What follows belongs to an exercise in optimizing a design on an open flow for a short achievable clock period and few clock cycles; a production flow would make more cautious choices.
Where RTL was checked, it was by simulation tests only, not by an equivalence proof against the original.
Power is estimated from default activity; no workload was simulated.

==> indigo: inputs <==
==> flow/design.v <==
package cache_pkg;
    localparam int ADDR_W = 32;
    localparam int DATA_W = 32;
    typedef enum logic [1:0] {
        SIZE_BYTE = 2'b00,
        SIZE_HALF = 2'b01,
        SIZE_WORD = 2'b10
    } size_t;
    typedef enum logic [2:0] {
        ST_IDLE,
        ST_LOOKUP,
        ST_EVICT,
        ST_WAIT_DRAIN,
        ST_REFILL,
        ST_FINISH
    } ctrl_state_t;
    typedef struct packed {
        logic [ADDR_W-3:0] waddr;
        logic [DATA_W-1:0] data;
    } evict_t;
    function automatic logic [3:0] apply_size(size_t size, logic [1:0] off);
        case (size)
            2'b00:     apply_size = 4'b0001 << off;
            2'b01:     apply_size = off[1] ? 4'b1100 : 4'b0011;
            default:   apply_size = 4'b1111;
        endcase
    endfunction
endpackage
module cell_aoi22 (
    input  logic a,
    input  logic b,
    input  logic c,
    input  logic d,
    output logic y
);
    assign y = ~((a & b) | (c & d));
endmodule
module cell_nand3 (
    input  logic a,
    input  logic b,
    input  logic c,
    output logic y
);
    assign y = ~(a & b & c);
endmodule
module cell_nand2 (
    input  logic a,
    input  logic b,
    output logic y
);
    assign y = ~(a & b);
endmodule
module cell_mux2 (
    input  logic s,
    input  logic a1,
    input  logic a0,
    output logic y
);
    assign y = s ? a1 : a0;
endmodule
module cell_dff (
    input  logic clk,
    input  logic rst,
    input  logic d,
    output logic q
);
    always_ff @(posedge clk) begin
        if (rst) q <= 1'b0;
        else     q <= d;
    end
endmodule
module cache_rd_mux (
    input  logic [511:0] words,
    input  logic [3:0]   idx,
    input  logic [1:0]   off,
    output logic [31:0]  y
);
    logic [31:0] w;
    assign w = words[32*idx +: 32];
    assign y = w >> {off, 3'b000};
endmodule
module cache_top (
    input  logic        clk,
    input  logic        rst,
    input  logic        psel,
    input  logic        penable,
    input  logic        pwrite,
    input  logic [31:0] paddr,
    input  logic [31:0] pwdata,
    input  logic [1:0]  psize,
    output logic [31:0] prdata,
    output logic        pready,
    output logic        pslverr,
    output logic        m_psel,
    output logic        m_penable,
    output logic        m_pwrite,
    output logic [31:0] m_paddr,
    output logic [31:0] m_pwdata,
    input  logic [31:0] m_prdata,
    input  logic        m_pready
);
    localparam int NE = 4;    
    logic [15:0] valid;
    logic [15:0] dirty;
    logic [25:0] tag_mem  [16];
    logic [31:0] data_mem [16];
    logic [3:0]  idx;
    logic [25:0] atag;
    logic [1:0]  off;
    logic [3:0]  lanes;
    logic [31:0] wsh;
    assign idx   = paddr[5:2];
    assign atag  = paddr[31:6];
    assign off   = paddr[1:0];
    assign lanes = cache_pkg::apply_size(cache_pkg::size_t'(psize), off);
    assign wsh   = pwdata << {off, 3'b000};
    function automatic logic [31:0] merge(input logic [31:0] old, input logic [31:0] d,
                                          input logic [3:0] m);
        for (int i = 0; i < 4; i++) merge[8*i +: 8] = m[i] ? d[8*i +: 8] : old[8*i +: 8];
    endfunction
    logic [15:0] dec;
    logic [15:0] eq;
    logic        hit;
    logic        vdirty;
    logic [31:0] line;
    logic [25:0] vtag;
    always_comb begin
        for (int i = 0; i < 16; i++) begin
            dec[i] = (idx == 4'(i));
            eq[i]  = valid[i] && (tag_mem[i] == atag);
        end
    end
    assign hit    = |(dec & eq);
    assign vdirty = |(dec & valid & dirty);
    assign line   = data_mem[idx];
    logic [511:0] words;
    logic [31:0]  hit_rdata;
    for (genvar i = 0; i < 16; i++) begin : g_words
        assign words[32*i +: 32] = data_mem[i];
    end
    cache_rd_mux u_rd (.words(words), .idx(idx), .off(off), .y(hit_rdata));
    assign vtag   = tag_mem[idx];
    logic c_hit;       
    logic c_miss;      
    logic c_wait;      
    logic c_fwd;       
    logic c_chk;       
    logic pv;          
    logic [31:0] rdata_q;
    logic [31:0] fwd_word;
    logic        st_pend;   
    logic        po_pend;   
    logic [15:0] ln_q;      
    logic [15:0] pf_dec;    
    logic [25:0] st_tag;
    logic [29:0] pa_q;      
    logic [29:0] vic_addr;  
    logic [31:0] vic_data;
    logic        pf_chk;    
    logic [31:0] st_word;
    logic        pf_v;
    logic        pf_req;    
    logic        pf_fwd;
    logic [31:0] pf_word;
    logic [3:0]  pf_idx;
    logic [3:0]  pf_mask;
    logic [29:0] pf_addr;
    logic try;
    logic [29:0] e_addr [NE];
    logic [31:0] e_data [NE];
    logic [$clog2(NE+1)-1:0] e_cnt;
    logic        pop;
    logic        push;
    logic        b_busy;     
    logic        b_acc;      
    logic        b_wr;
    logic        b_pf;       
    logic [29:0] b_raddr;    
    logic [29:0] b_waddr;    
    logic        b_free;
    logic        q_cpuacc;   
    logic        q_prdy;     
    logic        q_pfacc;    
    logic        q_wracc;    
    logic        nx_cpuacc;
    logic        nx_pfacc;
    logic        nx_wracc;
    logic        pf_done;
    logic        cpu_done;
    logic        rd_req;     
    assign b_free   = !b_busy || (b_acc && m_pready);
    assign pf_done  = q_pfacc && m_pready;
    assign cpu_done = q_cpuacc && m_pready;
    assign pop      = q_wracc && m_pready;
    assign nx_pfacc = b_busy && !b_free && !b_wr && b_pf;
    assign nx_wracc = b_busy && !b_free && b_wr;
    logic [$clog2(NE+1)-1:0] cnt_after_pop;
    logic room;
    assign cnt_after_pop = e_cnt - pop;
    assign room          = (cnt_after_pop != NE);
    logic pf_free;      
    assign pf_free = !pf_v || pf_done;
    assign try   = (psel && !penable && !c_hit && !c_miss && !c_wait) || c_wait;
    logic        fmatch;
    logic [31:0] fdata;
    assign push = pv && room;
    localparam int NC = 15;
    logic [NC-1:0] nc [2];
    logic [NC-1:0] nc_sel;
    for (genvar H = 0; H < 2; H++) begin : g_dec
        logic h;
        logic blk, lk, lh, lm, po, rm, rdp, wrd, wok, pfw, spf, srd, swb;
        assign h   = 1'(H);
        assign blk = pf_v && ((idx == pf_idx) || (pwrite && !h && !pf_done));
        assign lk  = try && !blk;
        assign lh  = lk && h;
        assign lm  = lk && !h;
        assign po  = lm && pwrite && (!vdirty || room);
        assign rm  = lm && !po;
        assign rdp = rm || rd_req;
        assign wrd = rdp && !(rm && vdirty && !room) && !(pv && !room) && !(pf_v && !pf_done);
        assign wok = (cnt_after_pop != 0) && (lh || !psel || pv || (cnt_after_pop >= NE - 1));
        assign pfw = po || pf_req;
        assign spf = b_free && pfw;
        assign srd = b_free && !pfw && wrd;
        assign swb = b_free && !pfw && !wrd && wok;
        assign nc[H] = rst ? '0 : {
            try && blk,                                    
            lh || po || (c_fwd && cpu_done && !q_prdy),    
            lh && pwrite,                                  
            po,                                            
            rm,                                            
            rm ? 1'b1 : (cpu_done ? 1'b0 : c_miss),        
            rm ? 1'b0 : (c_chk ? fmatch : c_fwd),          
            (lm && vdirty) ? 1'b1 : (push ? 1'b0 : pv),    
            po ? 1'b1 : (pf_done ? 1'b0 : pf_v),           
            po ? 1'b0 : (pf_chk ? fmatch : pf_fwd),        
            pfw && !spf,                                   
            rdp && !srd,                                   
            b_free ? (spf || srd || swb) : b_busy,         
            b_free ? swb : b_wr,                           
            b_free ? spf : b_pf                            
        };
    end
    for (genvar i = 0; i < NC; i++) begin : g_nc
        cell_mux2 u_m (.s(hit), .a1(nc[1][i]), .a0(nc[0][i]), .y(nc_sel[i]));
    end
    logic [3:0] wsel;
    for (genvar k = 0; k < 4; k++) begin : g_wsel
        cell_dff u_q (.clk(clk), .rst(rst), .d(nc_sel[1]), .q(wsel[k]));
    end
    logic       nx_fwd;
    logic       nx_rq;
    logic [31:0] rdata_nx;
    logic [31:0] rzn;         
    always_comb begin
        fmatch = 1'b0;
        fdata  = e_data[0];
        for (int i = 0; i < NE; i++) begin
            if (i < e_cnt && e_addr[i] == pa_q) begin
                fmatch = 1'b1;
                fdata  = e_data[i];
            end
        end
    end
    logic [31:0] fill_base;
    logic [31:0] fill_word;
    assign fill_base = c_fwd ? fwd_word : m_prdata;
    assign fill_word = pwrite ? merge(fill_base, wsh, lanes) : fill_base;
    logic [31:0] pf_base;
    assign pf_base = pf_fwd ? pf_word : m_prdata;
    always_ff @(posedge clk) begin
        if (rst) begin
            valid   <= '0;
            dirty   <= '0;
            pf_chk  <= 1'b0;
            e_cnt   <= '0;
            b_acc   <= 1'b0;
        end else begin
            for (int i = 0; i < 16; i++) begin
                if (ln_q[i] && (st_pend || po_pend)) begin
                    valid[i] <= 1'b1;
                    dirty[i] <= 1'b1;
                end else if (ln_q[i] && cpu_done) begin
                    valid[i] <= 1'b1;
                    dirty[i] <= pwrite;
                end
            end
            pf_chk <= nc_sel[11];    
            e_cnt <= cnt_after_pop + push;
            b_acc <= !b_free;
        end
    end
    always_ff @(posedge clk) begin
        {c_wait, c_hit, st_pend, po_pend, c_chk, c_miss, c_fwd, pv, pf_v, pf_fwd,
         pf_req, rd_req, b_busy, b_wr, b_pf} <= nc_sel;
    end
    always_ff @(posedge clk) begin
        rdata_q <= rdata_nx;
        rzn     <= nx_rq ? ~rdata_nx : '1;
        for (int i = 0; i < 16; i++) ln_q[i] <= (idx == 4'(i));
        st_tag  <= atag;
        st_word <= merge(line, wsh, lanes);
        pa_q    <= paddr[31:2];
        vic_addr <= {vtag, idx};
        vic_data <= line;
        if (c_chk) fwd_word <= fdata;
        if (pf_chk) pf_word <= fdata;
        if (try && pf_free) begin
            for (int i = 0; i < 16; i++) pf_dec[i] <= (idx == 4'(i));
            pf_idx  <= idx;
            pf_mask <= lanes;
            pf_addr <= paddr[31:2];
        end
        for (int i = 0; i < 16; i++) begin
            if (ln_q[i] && (st_pend || po_pend)) data_mem[i] <= st_word;
            else if (ln_q[i] && cpu_done)        data_mem[i] <= fill_word;
            else if (pf_dec[i] && pf_done)       data_mem[i] <= merge(pf_base, data_mem[i], pf_mask);
            if (ln_q[i] && po_pend)       tag_mem[i] <= st_tag;
            else if (ln_q[i] && cpu_done) tag_mem[i] <= st_tag;
        end
        if (pop) begin
            for (int i = 0; i < NE - 1; i++) begin
                e_addr[i] <= e_addr[i+1];
                e_data[i] <= e_data[i+1];
            end
        end
        if (push) begin
            e_addr[cnt_after_pop] <= vic_addr;
            e_data[cnt_after_pop] <= vic_data;
        end
        if (b_free) begin
            b_raddr <= pf_req ? pf_addr : paddr[31:2];
            b_waddr <= pop ? e_addr[1] : e_addr[0];
        end
    end
    assign nx_cpuacc = b_busy && !b_free && !b_wr && !b_pf;
    assign nx_fwd    = c_chk ? fmatch : c_fwd;
    assign nx_rq     = !(nx_cpuacc && !nx_fwd);
    always_comb begin
        rdata_nx = rdata_q;
        if (c_fwd) rdata_nx = fwd_word >> {off, 3'b000};
        if (try)   rdata_nx = hit_rdata;
    end
    always_ff @(posedge clk) begin
        if (rst) begin
            q_cpuacc <= 1'b0;
            q_prdy   <= 1'b0;
            q_pfacc  <= 1'b0;
            q_wracc  <= 1'b0;
        end else begin
            q_cpuacc <= nx_cpuacc;
            q_prdy   <= nx_cpuacc && !(c_chk && fmatch);
            q_pfacc  <= nx_pfacc;
            q_wracc  <= nx_wracc;
        end
    end
    logic [3:0] qm [4];
    for (genvar b = 0; b < 4; b++) begin : g_qlane
        for (genvar k = 0; k < 4; k++) begin : g_qk
            if (k <= 3 - b) begin : g_q
                cell_dff u_q (.clk(clk), .rst(rst), .d(nx_cpuacc && !nx_fwd && (off == 2'(k))),
                              .q(qm[b][k]));
            end else begin : g_z
                assign qm[b][k] = 1'b0;
            end
        end
    end
    logic [31:0] pr_n1;
    logic [15:0] pr_n2;
    for (genvar j = 0; j < 32; j++) begin : g_pr
        if (j < 24) begin : g_lo
            cell_aoi22 u_n1 (.a(qm[j/8][0]), .b(m_prdata[j]), .c(qm[j/8][1]), .d(m_prdata[j+8]),
                             .y(pr_n1[j]));
        end else begin : g_hi
            cell_nand2 u_n1 (.a(qm[j/8][0]), .b(m_prdata[j]), .y(pr_n1[j]));
        end
        if (j < 8) begin : g_b0
            cell_aoi22 u_n2 (.a(qm[j/8][2]), .b(m_prdata[j+16]), .c(qm[j/8][3]), .d(m_prdata[j+24]),
                             .y(pr_n2[j]));
            cell_nand3 u_o (.a(pr_n1[j]), .b(pr_n2[j]), .c(rzn[j]), .y(prdata[j]));
        end else if (j < 16) begin : g_b1
            cell_nand2 u_n2 (.a(qm[j/8][2]), .b(m_prdata[j+16]), .y(pr_n2[j]));
            cell_nand3 u_o (.a(pr_n1[j]), .b(pr_n2[j]), .c(rzn[j]), .y(prdata[j]));
        end else begin : g_b23
            cell_nand2 u_o (.a(pr_n1[j]), .b(rzn[j]), .y(prdata[j]));
        end
    end
    assign pready  = c_hit || (q_prdy && m_pready);
    assign pslverr = 1'b0;
    assign m_psel    = b_busy;
    assign m_penable = b_acc;
    assign m_pwrite  = b_wr;
    for (genvar i = 0; i < 30; i++) begin : g_ma
        assign m_paddr[i+2] = wsel[i/8] ? b_waddr[i] : b_raddr[i];
    end
    assign m_paddr[1:0] = 2'b00;
    assign m_pwdata  = e_data[0];
endmodule
==> flow/flow/run.sh <==
#!/bin/bash
set -euo pipefail
export BUFFER_PORTS_ARGS="-buffer_cell sky130_fd_sc_hd__buf_6"
bash standard.sh > standard_flow.log 2>&1
==> flow/standard.sh <==
#!/bin/bash
# synth_recipe.tcl (not shown) runs the flow's synth.tcl, then flattens the netlist and writes it again
# the make line also repeats each setting of config.mk as NAME=value (left out here)
make -C /OpenROAD-flow-scripts/flow DESIGN_CONFIG=/design/flow/config.mk WORK_HOME=/design/flow/orfs CLKGATE_MAP_FILE= SYNTH_SCRIPT=/design/flow/synth_recipe.tcl "${@:-finish}"
==> flow/config.mk <==
export PLATFORM = sky130hd
export DESIGN_NAME = cache_top
export DESIGN_NICKNAME = cache_top
export VERILOG_FILES = /design/flow/design.v
export SDC_FILE = /design/flow/constraint.sdc
export NUM_CORES = 4
export LEC_CHECK = 0
export ABC_CLOCK_PERIOD_IN_PS = 2500
export CAP_MARGIN = 20
export CORE_MARGIN = 2
export CORE_UTILIZATION = 55
export SETUP_SLACK_MARGIN = 2.85
export SLEW_MARGIN = 20
export SYNTH_HIERARCHICAL = 1
export SYNTH_MINIMUM_KEEP_SIZE = 0
export TNS_END_PERCENT = 100
==> flow/constraint.sdc <==
create_clock -name core_clock -period 5.8 [get_ports {clk}]
set_input_delay 1.1600 -clock core_clock [delete_from_list [all_inputs] [get_ports {clk}]]
set_output_delay 1.1600 -clock core_clock [all_outputs]
set_load 0.01 [all_outputs]
==> harbor: changes against indigo <==
--- a/flow/design.v
+++ b/flow/design.v
@@ -101,3 +101,3 @@
 );
-    localparam int NE = 4;    
+    localparam int NE = 8;    
     logic [15:0] valid;
==> amber: changes against indigo <==
--- a/flow/design.v
+++ b/flow/design.v
@@ -60,13 +60,2 @@
 endmodule
-module cell_dff (
-    input  logic clk,
-    input  logic rst,
-    input  logic d,
-    output logic q
-);
-    always_ff @(posedge clk) begin
-        if (rst) q <= 1'b0;
-        else     q <= d;
-    end
-endmodule
 module cache_rd_mux (
@@ -101,3 +90,3 @@
 );
-    localparam int NE = 4;    
+    localparam int NE = 8;    
     logic [15:0] valid;
@@ -155,6 +144,2 @@
     logic [25:0] st_tag;
-    logic [29:0] pa_q;      
-    logic [29:0] vic_addr;  
-    logic [31:0] vic_data;
-    logic        pf_chk;    
     logic [31:0] st_word;
@@ -181,3 +166,2 @@
     logic        q_cpuacc;   
-    logic        q_prdy;     
     logic        q_pfacc;    
@@ -226,5 +210,5 @@
         assign swb = b_free && !pfw && !wrd && wok;
-        assign nc[H] = rst ? '0 : {
+        assign nc[H] = {
             try && blk,                                    
-            lh || po || (c_fwd && cpu_done && !q_prdy),    
+            lh || po,                                      
             lh && pwrite,                                  
@@ -233,6 +217,6 @@
             rm ? 1'b1 : (cpu_done ? 1'b0 : c_miss),        
-            rm ? 1'b0 : (c_chk ? fmatch : c_fwd),          
+            rm ? fmatch : c_fwd,                           
             (lm && vdirty) ? 1'b1 : (push ? 1'b0 : pv),    
             po ? 1'b1 : (pf_done ? 1'b0 : pf_v),           
-            po ? 1'b0 : (pf_chk ? fmatch : pf_fwd),        
+            po ? fmatch : pf_fwd,                          
             pfw && !spf,                                   
@@ -247,6 +231,20 @@
     end
-    logic [3:0] wsel;
-    for (genvar k = 0; k < 4; k++) begin : g_wsel
-        cell_dff u_q (.clk(clk), .rst(rst), .d(nc_sel[1]), .q(wsel[k]));
+    logic [29:0] rcand;
+    logic [29:0] wcand;
+    logic [29:0] nx_raddr [2];
+    logic [29:0] nx_waddr [2];
+    logic [29:0] raddr_sel;
+    logic [29:0] waddr_sel;
+    assign rcand = pf_req ? pf_addr : paddr[31:2];
+    assign wcand = pop ? e_addr[1] : e_addr[0];
+    for (genvar H = 0; H < 2; H++) begin : g_nxa
+        assign nx_raddr[H] = !b_free ? b_raddr :
+                             (g_dec[H].spf || g_dec[H].srd) ? rcand : '0;
+        assign nx_waddr[H] = !b_free ? b_waddr : g_dec[H].swb ? wcand : '0;
+    end
+    for (genvar i = 0; i < 30; i++) begin : g_na
+        cell_mux2 u_r (.s(hit), .a1(nx_raddr[1][i]), .a0(nx_raddr[0][i]), .y(raddr_sel[i]));
+        cell_mux2 u_w (.s(hit), .a1(nx_waddr[1][i]), .a0(nx_waddr[0][i]), .y(waddr_sel[i]));
     end
+    logic [3:0] q_mem;       
     logic       nx_fwd;
@@ -259,3 +257,3 @@
         for (int i = 0; i < NE; i++) begin
-            if (i < e_cnt && e_addr[i] == pa_q) begin
+            if (i < e_cnt && e_addr[i] == paddr[31:2]) begin
                 fmatch = 1'b1;
@@ -275,6 +273,22 @@
             dirty   <= '0;
-            pf_chk  <= 1'b0;
+            c_hit   <= 1'b0;
+            c_miss  <= 1'b0;
+            c_wait  <= 1'b0;
+            c_chk   <= 1'b0;
+            c_fwd   <= 1'b0;
+            pv      <= 1'b0;
+            st_pend <= 1'b0;
+            po_pend <= 1'b0;
+            pf_v    <= 1'b0;
+            pf_req  <= 1'b0;
+            pf_fwd  <= 1'b0;
+            rd_req  <= 1'b0;
             e_cnt   <= '0;
+            b_busy  <= 1'b0;
             b_acc   <= 1'b0;
+            b_wr    <= 1'b0;
+            b_pf    <= 1'b0;
         end else begin
+            {c_wait, c_hit, st_pend, po_pend, c_chk, c_miss, c_fwd, pv, pf_v, pf_fwd,
+             pf_req, rd_req, b_busy, b_wr, b_pf} <= nc_sel;
             for (int i = 0; i < 16; i++) begin
@@ -288,3 +302,2 @@
             end
-            pf_chk <= nc_sel[11];    
             e_cnt <= cnt_after_pop + push;
@@ -294,6 +307,2 @@
     always_ff @(posedge clk) begin
-        {c_wait, c_hit, st_pend, po_pend, c_chk, c_miss, c_fwd, pv, pf_v, pf_fwd,
-         pf_req, rd_req, b_busy, b_wr, b_pf} <= nc_sel;
-    end
-    always_ff @(posedge clk) begin
         rdata_q <= rdata_nx;
@@ -303,8 +312,5 @@
         st_word <= merge(line, wsh, lanes);
-        pa_q    <= paddr[31:2];
-        vic_addr <= {vtag, idx};
-        vic_data <= line;
-        if (c_chk) fwd_word <= fdata;
-        if (pf_chk) pf_word <= fdata;
+        if (try) fwd_word <= fdata;
         if (try && pf_free) begin
+            pf_word <= fdata;
             for (int i = 0; i < 16; i++) pf_dec[i] <= (idx == 4'(i));
@@ -319,3 +325,3 @@
             if (ln_q[i] && po_pend)       tag_mem[i] <= st_tag;
-            else if (ln_q[i] && cpu_done) tag_mem[i] <= st_tag;
+            else if (ln_q[i] && cpu_done) tag_mem[i] <= atag;
         end
@@ -328,12 +334,10 @@
         if (push) begin
-            e_addr[cnt_after_pop] <= vic_addr;
-            e_data[cnt_after_pop] <= vic_data;
-        end
-        if (b_free) begin
-            b_raddr <= pf_req ? pf_addr : paddr[31:2];
-            b_waddr <= pop ? e_addr[1] : e_addr[0];
+            e_addr[cnt_after_pop] <= {vtag, idx};
+            e_data[cnt_after_pop] <= line;
         end
+        b_raddr <= raddr_sel;
+        b_waddr <= waddr_sel;
     end
     assign nx_cpuacc = b_busy && !b_free && !b_wr && !b_pf;
-    assign nx_fwd    = c_chk ? fmatch : c_fwd;
+    assign nx_fwd    = c_fwd;
     assign nx_rq     = !(nx_cpuacc && !nx_fwd);
@@ -341,4 +345,4 @@
         rdata_nx = rdata_q;
-        if (c_fwd) rdata_nx = fwd_word >> {off, 3'b000};
-        if (try)   rdata_nx = hit_rdata;
+        if (try)            rdata_nx = hit_rdata;
+        if (c_chk && c_fwd) rdata_nx = fwd_word >> {off, 3'b000};
     end
@@ -347,21 +351,10 @@
             q_cpuacc <= 1'b0;
-            q_prdy   <= 1'b0;
             q_pfacc  <= 1'b0;
             q_wracc  <= 1'b0;
+            q_mem    <= '0;
         end else begin
             q_cpuacc <= nx_cpuacc;
-            q_prdy   <= nx_cpuacc && !(c_chk && fmatch);
             q_pfacc  <= nx_pfacc;
             q_wracc  <= nx_wracc;
-        end
-    end
-    logic [3:0] qm [4];
-    for (genvar b = 0; b < 4; b++) begin : g_qlane
-        for (genvar k = 0; k < 4; k++) begin : g_qk
-            if (k <= 3 - b) begin : g_q
-                cell_dff u_q (.clk(clk), .rst(rst), .d(nx_cpuacc && !nx_fwd && (off == 2'(k))),
-                              .q(qm[b][k]));
-            end else begin : g_z
-                assign qm[b][k] = 1'b0;
-            end
+            for (int k = 0; k < 4; k++) q_mem[k] <= nx_cpuacc && !nx_fwd && (off == 2'(k));
         end
@@ -372,9 +365,9 @@
         if (j < 24) begin : g_lo
-            cell_aoi22 u_n1 (.a(qm[j/8][0]), .b(m_prdata[j]), .c(qm[j/8][1]), .d(m_prdata[j+8]),
+            cell_aoi22 u_n1 (.a(q_mem[0]), .b(m_prdata[j]), .c(q_mem[1]), .d(m_prdata[j+8]),
                              .y(pr_n1[j]));
         end else begin : g_hi
-            cell_nand2 u_n1 (.a(qm[j/8][0]), .b(m_prdata[j]), .y(pr_n1[j]));
+            cell_nand2 u_n1 (.a(q_mem[0]), .b(m_prdata[j]), .y(pr_n1[j]));
         end
         if (j < 8) begin : g_b0
-            cell_aoi22 u_n2 (.a(qm[j/8][2]), .b(m_prdata[j+16]), .c(qm[j/8][3]), .d(m_prdata[j+24]),
+            cell_aoi22 u_n2 (.a(q_mem[2]), .b(m_prdata[j+16]), .c(q_mem[3]), .d(m_prdata[j+24]),
                              .y(pr_n2[j]));
@@ -382,3 +375,3 @@
         end else if (j < 16) begin : g_b1
-            cell_nand2 u_n2 (.a(qm[j/8][2]), .b(m_prdata[j+16]), .y(pr_n2[j]));
+            cell_nand2 u_n2 (.a(q_mem[2]), .b(m_prdata[j+16]), .y(pr_n2[j]));
             cell_nand3 u_o (.a(pr_n1[j]), .b(pr_n2[j]), .c(rzn[j]), .y(prdata[j]));
@@ -388,3 +381,3 @@
     end
-    assign pready  = c_hit || (q_prdy && m_pready);
+    assign pready  = c_hit || (q_cpuacc && m_pready);
     assign pslverr = 1'b0;
@@ -393,6 +386,3 @@
     assign m_pwrite  = b_wr;
-    for (genvar i = 0; i < 30; i++) begin : g_ma
-        assign m_paddr[i+2] = wsel[i/8] ? b_waddr[i] : b_raddr[i];
-    end
-    assign m_paddr[1:0] = 2'b00;
+    assign m_paddr   = {b_raddr | b_waddr, 2'b00};
     assign m_pwdata  = e_data[0];
SETUP_SLACK_MARGIN = 3.1   (was 2.85)
TNS_END_PERCENT = 10   (was 100)
==> willow: changes against indigo <==
--- a/flow/design.v
+++ b/flow/design.v
@@ -101,3 +101,3 @@
 );
-    localparam int NE = 4;    
+    localparam int NE = 8;    
     logic [15:0] valid;
@@ -251,2 +251,3 @@
     end
+    logic [3:0] q_mem;       
     logic       nx_fwd;
@@ -350,2 +351,3 @@
             q_wracc  <= 1'b0;
+            q_mem    <= '0;
         end else begin
@@ -355,13 +357,3 @@
             q_wracc  <= nx_wracc;
-        end
-    end
-    logic [3:0] qm [4];
-    for (genvar b = 0; b < 4; b++) begin : g_qlane
-        for (genvar k = 0; k < 4; k++) begin : g_qk
-            if (k <= 3 - b) begin : g_q
-                cell_dff u_q (.clk(clk), .rst(rst), .d(nx_cpuacc && !nx_fwd && (off == 2'(k))),
-                              .q(qm[b][k]));
-            end else begin : g_z
-                assign qm[b][k] = 1'b0;
-            end
+            for (int k = 0; k < 4; k++) q_mem[k] <= nx_cpuacc && !nx_fwd && (off == 2'(k));
         end
@@ -372,9 +364,9 @@
         if (j < 24) begin : g_lo
-            cell_aoi22 u_n1 (.a(qm[j/8][0]), .b(m_prdata[j]), .c(qm[j/8][1]), .d(m_prdata[j+8]),
+            cell_aoi22 u_n1 (.a(q_mem[0]), .b(m_prdata[j]), .c(q_mem[1]), .d(m_prdata[j+8]),
                              .y(pr_n1[j]));
         end else begin : g_hi
-            cell_nand2 u_n1 (.a(qm[j/8][0]), .b(m_prdata[j]), .y(pr_n1[j]));
+            cell_nand2 u_n1 (.a(q_mem[0]), .b(m_prdata[j]), .y(pr_n1[j]));
         end
         if (j < 8) begin : g_b0
-            cell_aoi22 u_n2 (.a(qm[j/8][2]), .b(m_prdata[j+16]), .c(qm[j/8][3]), .d(m_prdata[j+24]),
+            cell_aoi22 u_n2 (.a(q_mem[2]), .b(m_prdata[j+16]), .c(q_mem[3]), .d(m_prdata[j+24]),
                              .y(pr_n2[j]));
@@ -382,3 +374,3 @@
         end else if (j < 16) begin : g_b1
-            cell_nand2 u_n2 (.a(qm[j/8][2]), .b(m_prdata[j+16]), .y(pr_n2[j]));
+            cell_nand2 u_n2 (.a(q_mem[2]), .b(m_prdata[j+16]), .y(pr_n2[j]));
             cell_nand3 u_o (.a(pr_n1[j]), .b(pr_n2[j]), .c(rzn[j]), .y(prdata[j]));
SETUP_SLACK_MARGIN = 3.1   (was 2.85)
TNS_END_PERCENT = 10   (was 100)
==> notes <==
The lowest critical path depth belongs to harbor, the highest to indigo. The lowest sequential cell count belongs to indigo, the highest to harbor. The lowest synthesized cell count belongs to indigo, the highest to amber. Of indigo and willow, willow has the higher sequential power (gap about 10%, measured against willow). Of willow and amber, amber has the higher total power (gap 0.63%, measured against amber). Between willow and harbor, the lower final area is in willow (gap 3.2%, measured against harbor). Against harbor, the register-to-register slack of indigo is worse by 130 ps. The highest fmax belongs to harbor, the lowest to amber.
Testbench counts of harbor, summed over its fixed seeds: cycles 15,856.
Testbench counts of willow, summed over its fixed seeds: cycles 15,856.
For indigo and amber, only the layout was checked, not whether the RTL still works.

-- static timing again, ports no longer ideal --
In the flow no input, the clock included, has a driving cell. The finished layouts below were timed again as built, in two steps. Step 1 assumes that a clkbuf_16 drives the clock port and a buf_2 every other input. Step 2 moves the port delays by t, midway between the first and last clock arrival at a register: inputs arrive t later, outputs are due t later. That takes back most of the time a late clock gives input paths. Slacks: no drivers / after step 1 / after step 2; pairs: no drivers / after step 1.
| run | t, ns | setup slack, ns | worst setup path at the end | pins driven straight from the clock port |
|---|---|---|---|---|
| indigo | 0.915 | 2.590 / 2.479 / 1.564 | input to register | 1 |
| harbor | 0.967 | 2.734 / 2.454 / 1.487 | input to register | 1 |
| amber | 0.964 | 2.526 / 2.292 / 1.327 | input to register | 1 |
| willow | 0.944 | 2.634 / 2.549 / 1.630 | input to register | 1 |
After both steps setup and hold are still met in every run listed. The setup slack of harbor, which loses most, moves by -0.280 ns with the drivers and by -1.247 ns with both steps.
